From an optimization exercise on the open Yosys and OpenROAD flow, aimed at small area, a short achievable clock period and few clock cycles per item; shortcuts taken in it are not production practice. The RTL was checked by simulation tests, not by an equivalence proof against the original design. Power is estimated from default activity; no workload was simulated.

== south ==
// carry_select_adder
module carry_select_adder #(
    parameter int WIDTH = 64
) (
    input  logic             clk,
    input  logic             arst_n,
    input  logic             in_valid,
    input  logic             cin,
    input  logic [WIDTH-1:0] a,
    input  logic [WIDTH-1:0] b,
    output logic             out_valid,
    output logic             cout,
    output logic [WIDTH-1:0] sum
);
For scale: ~540 cells after synthesis, about 200 I/O pins, roughly 0.0037 mm² of cells after synthesis.
Settings: LEC_CHECK=0, CAP_MARGIN=20, CORE_MARGIN=2, CORE_UTILIZATION=40, SETUP_SLACK_MARGIN=1.4, SLEW_MARGIN=20; clock period 3.5 ns.
standard.sh (not shown) runs the stock make flow with config.mk's settings and CLKGATE_MAP_FILE= SYNTH_SCRIPT=/design/flow/synth_recipe.tcl, a recipe that flattens the netlist after the stock synthesis.
==> flow/flow/run.sh <==
#!/bin/bash
# Standard layout with two changes:
#  - the combinational logic of the standard synthesis is replaced by the
#    hand-mapped prefix adder netgen.py writes (same registers, same names),
#  - the port buffers are plain buf_1 cells.
set -euo pipefail
cd "$(dirname "$0")/.."
ARCH=$(cat flow/arch.txt)
export BUFFER_PORTS_ARGS="-buffer_cell sky130_fd_sc_hd__buf_1"
bash standard.sh synth > synth_flow.log 2>&1
R=orfs/results/sky130hd/carry_select_adder/base
python3 flow/netgen.py $ARCH $R/netgen.v > netgen.log 2>&1
python3 flow/swap.py $R/1_2_yosys.v $R/netgen.v > swap.log 2>&1
rm -f $R/1_synth.odb
bash standard.sh > standard_flow.log 2>&1
Other scripts of this flow, unchanged in this note and not shown: flow/flow/arch.txt, flow/flow/netgen.py, flow/flow/swap.py
Testbench counts of south, summed over its fixed seeds: cycles 16,000, items 16,000.
What west does differently from south at the input level:
--- a/flow/config.mk
+++ b/flow/config.mk
@@ -11 +11 @@
-export SETUP_SLACK_MARGIN = 1.4
+export SETUP_SLACK_MARGIN = 1.8
## What came out
west vs. south: largest net degree at the start of global routing stayed essentially flat; fraction of final layout cells sized beyond drive strength 1 rose by 10 points; relative slew slack rose by 9.9 points. NOTE first-pass GRT wire length south->west increased by a few percent. Sequential share of power: higher on south. Compared with south, west shows clock network power consumption that has gone up by a few percent. Clock buffer instance count of the final layout on west is down relative to south. Re number of port buffers: no difference whatsoever between west and south.

Starting RTL as in the previous note.
Settings: LEC_CHECK=0, CAP_MARGIN=20, CORE_MARGIN=2, CORE_UTILIZATION=40, SETUP_SLACK_MARGIN=1.2, SLEW_MARGIN=20; clock period 3.5 ns.
==> flow/flow/arch.txt <==
hc
==> flow/flow/netgen.py <==
#!/usr/bin/env python3
"""Writes a hand-mapped sky130hd gate netlist of carry_select_adder: a 64-bit
parallel-prefix adder whose result (sum, cout) and in_valid are registered
(latency 1). The registers carry the names and cell types that the standard
synthesis of rtl/carry_select_adder.sv gives them, so the layout's registers pair
with it; the logic between them is built here from inverting gates (NAND/NOR,
AOI21/OAI21 alternating by level) instead of by ABC.

usage: netgen.py ARCH OUT.v
ARCH: sk, ks, bk, lf, hc, or sparse variants (see prefix_graph).
"""
import math
import sys

W = 64
P = "sky130_fd_sc_hd__"


def prefix_graph(arch, n):
    """Levels of (i, j) ops: node i := node i o node j, j < i."""
    L = math.ceil(math.log2(n))
    levels = []
    if arch == "ks":
        for l in range(L):
            d = 1 << l
            levels.append([(i, i - d) for i in range(d, n)])
    elif arch == "sk":
        for l in range(L):
            lv = []
            for i in range(n):
                if (i >> l) & 1:
                    lv.append((i, ((i >> l) << l) - 1))
            levels.append(lv)
    elif arch == "bk":
        for l in range(L):
            d = 1 << l
            lv = [(i, i - d) for i in range(2 * d - 1, n, 2 * d)]
            if lv:
                levels.append(lv)
        for l in range(L - 2, -1, -1):
            d = 1 << l
            lv = [(i, i - d) for i in range(3 * d - 1, n, 2 * d)]
            if lv:
                levels.append(lv)
    elif arch in ("lf", "lf2"):
        # Sklansky on every 2nd (lf) or 4th (lf2, Brent-Kung pre/post) node
        k = 1 if arch == "lf" else 2
        step = 1 << k
        for l in range(k):
            d = 1 << l
            levels.append([(i, i - d) for i in range(2 * d - 1, n, 2 * d)])
        m = n // step
        for l in range(int(math.log2(m))):
            lv = []
            for q in range(m):
                if (q >> l) & 1:
                    jq = ((q >> l) << l) - 1
                    lv.append((step * q + step - 1, step * jq + step - 1))
            levels.append(lv)
        for l in range(k - 1, -1, -1):
            d = 1 << l
            lv = [(i, i - d) for i in range(3 * d - 1, n, 2 * d)]
            levels.append(lv)
    elif arch == "hc":
        levels.append([(i, i - 1) for i in range(1, n, 2)])
        for l in range(1, L):
            d = 1 << l
            levels.append([(i, i - d) for i in range(1, n, 2) if i - d >= 1])
        levels.append([(i, i - 1) for i in range(2, n, 2)])
    else:
        raise SystemExit("unknown arch " + arch)
    return levels


class Net:
    def __init__(self):
        self.cells = []  # (type, name, {pin: net})
        self.n = 0
        self.inv_cache = {}

    def new(self, base="n"):
        self.n += 1
        return "%s_%d" % (base, self.n)

    def cell(self, typ, pins, out_pin, base="n"):
        o = self.new(base)
        d = dict(pins)
        d[out_pin] = o
        self.cells.append((typ, "u_%d" % len(self.cells), d))
        return o

    def inv(self, s):
        if s not in self.inv_cache:
            o = self.cell(P + "inv_1", {"A": s}, "Y")
            self.inv_cache[s] = o
            self.inv_cache[o] = s
        return self.inv_cache[s]


def build(arch, pgen="nor2b"):
    net = Net()
    a = ["a[%d]" % i for i in range(W)]
    b = ["b[%d]" % i for i in range(W)]
    # prefix node k covers bit k-1; node 0 is the carry in.
    # node: dict(g=(sig, pol), t=(sig, pol) or None, lo=int); pol True = positive
    nodes = [{"g": ("cin", True), "t": None, "lo": 0}]
    gn, tn = [], []
    for i in range(W):
        g = net.cell(P + "nand2_1", {"A": a[i], "B": b[i]}, "Y")
        t = net.cell(P + "nor2_1", {"A": a[i], "B": b[i]}, "Y")
        gn.append(g)
        tn.append(t)
        nodes.append({"g": (g, False), "t": (t, False), "lo": i + 1})
    if pgen == "xor":
        p = [net.cell(P + "xor2_1", {"A": a[i], "B": b[i]}, "X") for i in range(W)]
    else:
        # a ^ b = (a | b) & !(a & b)
        p = [net.cell(P + "nor2b_1", {"A": tn[i], "B_N": gn[i]}, "Y") for i in range(W)]

    def as_pol(sp, pol):
        s, sp_pol = sp
        return s if sp_pol == pol else net.inv(s)

    for lv in prefix_graph(arch, W + 1):
        new = {}
        for (i, j) in lv:
            ni, nj = nodes[i], nodes[j]
            pol = ni["g"][1]
            gi = ni["g"][0]
            ti = as_pol(ni["t"], pol)
            gj = as_pol(nj["g"], pol)
            if pol:
                g = net.cell(P + "a21oi_1", {"A1": ti, "A2": gj, "B1": gi}, "Y")
            else:
                g = net.cell(P + "o21ai_0", {"A1": ti, "A2": gj, "B1": gi}, "Y")
            t = None
            if nj["lo"] > 0:
                tj = as_pol(nj["t"], pol)
                if pol:
                    t = (net.cell(P + "nand2_1", {"A": ti, "B": tj}, "Y"), not pol)
                else:
                    t = (net.cell(P + "nor2_1", {"A": ti, "B": tj}, "Y"), not pol)
            new[i] = {"g": (g, not pol), "t": t, "lo": nj["lo"]}
        for i, v in new.items():
            nodes[i] = v
    for k in range(W + 1):
        assert nodes[k]["lo"] == 0, (arch, k)
    d = {}
    for i in range(W):
        c, pol = nodes[i]["g"]
        typ = "xor2_1" if pol else "xnor2_1"
        d["sum[%d]" % i] = net.cell(P + typ, {"A": p[i], "B": c}, "X" if pol else "Y")
    c, pol = nodes[W]["g"]
    d["cout"] = c if pol else net.inv(c)
    return net, d


def prune(net, keep):
    used = set(keep)
    changed = True
    cells = net.cells
    outs = {"X", "Y"}
    while changed:
        changed = False
        used = set(keep)
        for typ, name, pins in cells:
            for pn, s in pins.items():
                if pn not in outs:
                    used.add(s)
        nc = [c for c in cells if any(s in used for pn, s in c[2].items() if pn in outs)]
        if len(nc) != len(cells):
            changed = True
            cells = nc
    net.cells = cells


def esc(s):
    return "\\" + s + " " if "$" in s else s


def write(net, d, out):
    keep = list(d.values())
    prune(net, keep)
    wires = set()
    for typ, name, pins in net.cells:
        for pn, s in pins.items():
            if not ("[" in s or s in ("cin", "clk", "arst_n", "in_valid")):
                wires.add(s)
    o = []
    o.append("module carry_select_adder(clk, arst_n, in_valid, cin, a, b, out_valid, cout, sum);\n")
    o.append("  input clk;\n  input arst_n;\n  input in_valid;\n  input cin;\n")
    o.append("  input [63:0] a;\n  input [63:0] b;\n  output out_valid;\n  output cout;\n")
    o.append("  output [63:0] sum;\n")
    for w in sorted(wires):
        o.append("  wire %s;\n" % w)
    for typ, name, pins in net.cells:
        conn = ", ".join(".%s(%s)" % (pn, esc(s)) for pn, s in sorted(pins.items()))
        o.append("  %s %s (%s);\n" % (typ, name, conn))
    for k in ["cout"] + ["sum[%d]" % i for i in range(W)]:
        o.append("  %s%s (.CLK(clk), .D(%s), .Q(%s));\n"
                 % (P + "dfxtp_1 ", esc(k + "$_DFF_P_"), esc(d[k]), esc(k)))
    o.append("  %sdfrtp_1 %s (.CLK(clk), .D(in_valid), .Q(out_valid), .RESET_B(arst_n));\n"
             % (P, esc("out_valid$_DFF_PN0_")))
    o.append("endmodule\n")
    open(out, "w").write("".join(o))
    area = {}
    return net


if __name__ == "__main__":
    net, d = build(sys.argv[1])
    write(net, d, sys.argv[2])
    from collections import Counter
    cnt = Counter(c[0] for c in net.cells)
    sys.stderr.write("%s: %d cells %s\n" % (sys.argv[1], len(net.cells), dict(cnt)))
Scripts as last shown in full above: flow/flow/run.sh
Other scripts of this flow, unchanged in this note and not shown: flow/flow/swap.py
The baseline went through all stages and came out clean.
Testbench counts at the start, summed over its fixed seeds: cycles 16,000, items 16,000.
Rerun with:
==> flow/flow/arch.txt (replaced) <==
lf2
--- a/flow/flow/netgen.py
+++ b/flow/flow/netgen.py
@@ -100 +100 @@
-def build(arch, pgen="nor2b"):
+def build(arch):
@@ -104 +103,0 @@
-    # prefix node k covers bit k-1; node 0 is the carry in.
@@ -106,2 +105 @@
-    nodes = [{"g": ("cin", True), "t": None, "lo": 0}]
-    gn, tn = [], []
+    nodes = []
@@ -109,10 +107,10 @@
-        g = net.cell(P + "nand2_1", {"A": a[i], "B": b[i]}, "Y")
-        t = net.cell(P + "nor2_1", {"A": a[i], "B": b[i]}, "Y")
-        gn.append(g)
-        tn.append(t)
-        nodes.append({"g": (g, False), "t": (t, False), "lo": i + 1})
-    if pgen == "xor":
-        p = [net.cell(P + "xor2_1", {"A": a[i], "B": b[i]}, "X") for i in range(W)]
-    else:
-        # a ^ b = (a | b) & !(a & b)
-        p = [net.cell(P + "nor2b_1", {"A": tn[i], "B_N": gn[i]}, "Y") for i in range(W)]
+        if i == 0:
+            # G0 = maj(a0, b0, cin), inverted
+            g = net.cell(P + "a222oi_1", {"A1": a[0], "A2": b[0], "B1": a[0], "B2": "cin",
+                                         "C1": b[0], "C2": "cin"}, "Y")
+            nodes.append({"g": (g, False), "t": None, "lo": 0})
+        else:
+            g = net.cell(P + "nand2_1", {"A": a[i], "B": b[i]}, "Y")
+            t = net.cell(P + "nor2_1", {"A": a[i], "B": b[i]}, "Y")
+            nodes.append({"g": (g, False), "t": (t, False), "lo": i})
+    p = [net.cell(P + "xor2_1", {"A": a[i], "B": b[i]}, "X") for i in range(W)]
@@ -124 +122 @@
-    for lv in prefix_graph(arch, W + 1):
+    for lv in prefix_graph(arch, W):
@@ -146,2 +144,2 @@
-    for k in range(W + 1):
-        assert nodes[k]["lo"] == 0, (arch, k)
+    for i in range(W):
+        assert nodes[i]["lo"] == 0, (arch, i)
@@ -149,2 +147,3 @@
-    for i in range(W):
-        c, pol = nodes[i]["g"]
+    d["sum[0]"] = net.cell(P + "xor2_1", {"A": p[0], "B": "cin"}, "X")
+    for i in range(1, W):
+        c, pol = nodes[i - 1]["g"]
@@ -153 +152 @@
-    c, pol = nodes[W]["g"]
+    c, pol = nodes[W - 1]["g"]
SETUP_SLACK_MARGIN = 1.5   (was 1.2)
Effect: Core utilization increases by 7.9 points. Final area increases by a few percent. Clock power increases slightly. Area after synthesis decreases by roughly a tenth. Count of clock-buffer cells in the layout increases by 2. Synthesized cell count decreases by about a fifth. Routed wire length decreases by about a fifth.
Rerun with:
==> flow/flow/arch.txt (replaced) <==
ks
Result: Synthesized cell count rose by 71%; cell area rose by 32%; power rose by 26%; hold slack loses 0.014 ns; maximum frequency rose by 24%.
Rerun with:
==> flow/flow/arch.txt (replaced) <==
lf2
--- a/flow/flow/netgen.py
+++ b/flow/flow/netgen.py
@@ -100 +100 @@
-def build(arch):
+def build(arch, pgen="nor2b"):
@@ -103,0 +104 @@
+    # prefix node k covers bit k-1; node 0 is the carry in.
@@ -105 +106,2 @@
-    nodes = []
+    nodes = [{"g": ("cin", True), "t": None, "lo": 0}]
+    gn, tn = [], []
@@ -107,10 +109,10 @@
-        if i == 0:
-            # G0 = maj(a0, b0, cin), inverted
-            g = net.cell(P + "a222oi_1", {"A1": a[0], "A2": b[0], "B1": a[0], "B2": "cin",
-                                         "C1": b[0], "C2": "cin"}, "Y")
-            nodes.append({"g": (g, False), "t": None, "lo": 0})
-        else:
-            g = net.cell(P + "nand2_1", {"A": a[i], "B": b[i]}, "Y")
-            t = net.cell(P + "nor2_1", {"A": a[i], "B": b[i]}, "Y")
-            nodes.append({"g": (g, False), "t": (t, False), "lo": i})
-    p = [net.cell(P + "xor2_1", {"A": a[i], "B": b[i]}, "X") for i in range(W)]
+        g = net.cell(P + "nand2_1", {"A": a[i], "B": b[i]}, "Y")
+        t = net.cell(P + "nor2_1", {"A": a[i], "B": b[i]}, "Y")
+        gn.append(g)
+        tn.append(t)
+        nodes.append({"g": (g, False), "t": (t, False), "lo": i + 1})
+    if pgen == "xor":
+        p = [net.cell(P + "xor2_1", {"A": a[i], "B": b[i]}, "X") for i in range(W)]
+    else:
+        # a ^ b = (a | b) & !(a & b)
+        p = [net.cell(P + "nor2b_1", {"A": tn[i], "B_N": gn[i]}, "Y") for i in range(W)]
@@ -122 +124 @@
-    for lv in prefix_graph(arch, W):
+    for lv in prefix_graph(arch, W + 1):
@@ -143,0 +146,3 @@
+    for k in range(W + 1):
+        assert nodes[k]["lo"] == 0, (arch, k)
+    d = {}
@@ -145,5 +150 @@
-        assert nodes[i]["lo"] == 0, (arch, i)
-    d = {}
-    d["sum[0]"] = net.cell(P + "xor2_1", {"A": p[0], "B": "cin"}, "X")
-    for i in range(1, W):
-        c, pol = nodes[i - 1]["g"]
+        c, pol = nodes[i]["g"]
@@ -152 +153 @@
-    c, pol = nodes[W - 1]["g"]
+    c, pol = nodes[W]["g"]
SETUP_SLACK_MARGIN = default   (was 1.5)
What happened: The changed run went through all stages and came out clean; die area went down by 32%; synthesized cell count went down by 41%; final cell count went down by about 35%; core utilization went down by 3.6 points; area after synthesis went down by about 33%; wire length went down by about 60%; final area went down by about 38%.

-- re-timing with driven ports --
No port has a modelled driver above. Below, the same layouts with a new extraction and two added sets of constraints. Step 1, drivers: a clkbuf_16 drives clk and a buf_2 each remaining input, both assumed. Step 2 times the ports against the registers' clock, not the clock port: input delays grow and output delays shrink by t, the midpoint of the rising clock arrivals with the driver on. a / b / c = no drivers / after step 1 / after step 2; a / b = the first two.
run	shift t [ns]	setup WS [ns]	hold WS [ns]
south	0.367	1.341 / 1.338 / 0.971	0.108 / 0.104 / 0.471
west	0.361	1.273 / 1.258 / 0.897	0.114 / 0.104 / 0.465
the first run of note 2	0.383	1.249 / 1.256 / 0.873	0.099 / 0.093 / 0.476
the second run of note 2	0.367	0.948 / 0.938 / 0.570	0.112 / 0.100 / 0.467
the third run of note 2	0.395	1.438 / 1.450 / 1.055	0.098 / 0.084 / 0.479
the fourth run of note 2	0.362	0.585 / 0.591 / 0.229	0.105 / 0.099 / 0.461
After both steps setup and hold are still met in every run listed. The setup slack of the third run of note 2, which loses most, moves by +0.012 ns with the drivers and by -0.383 ns with both steps.
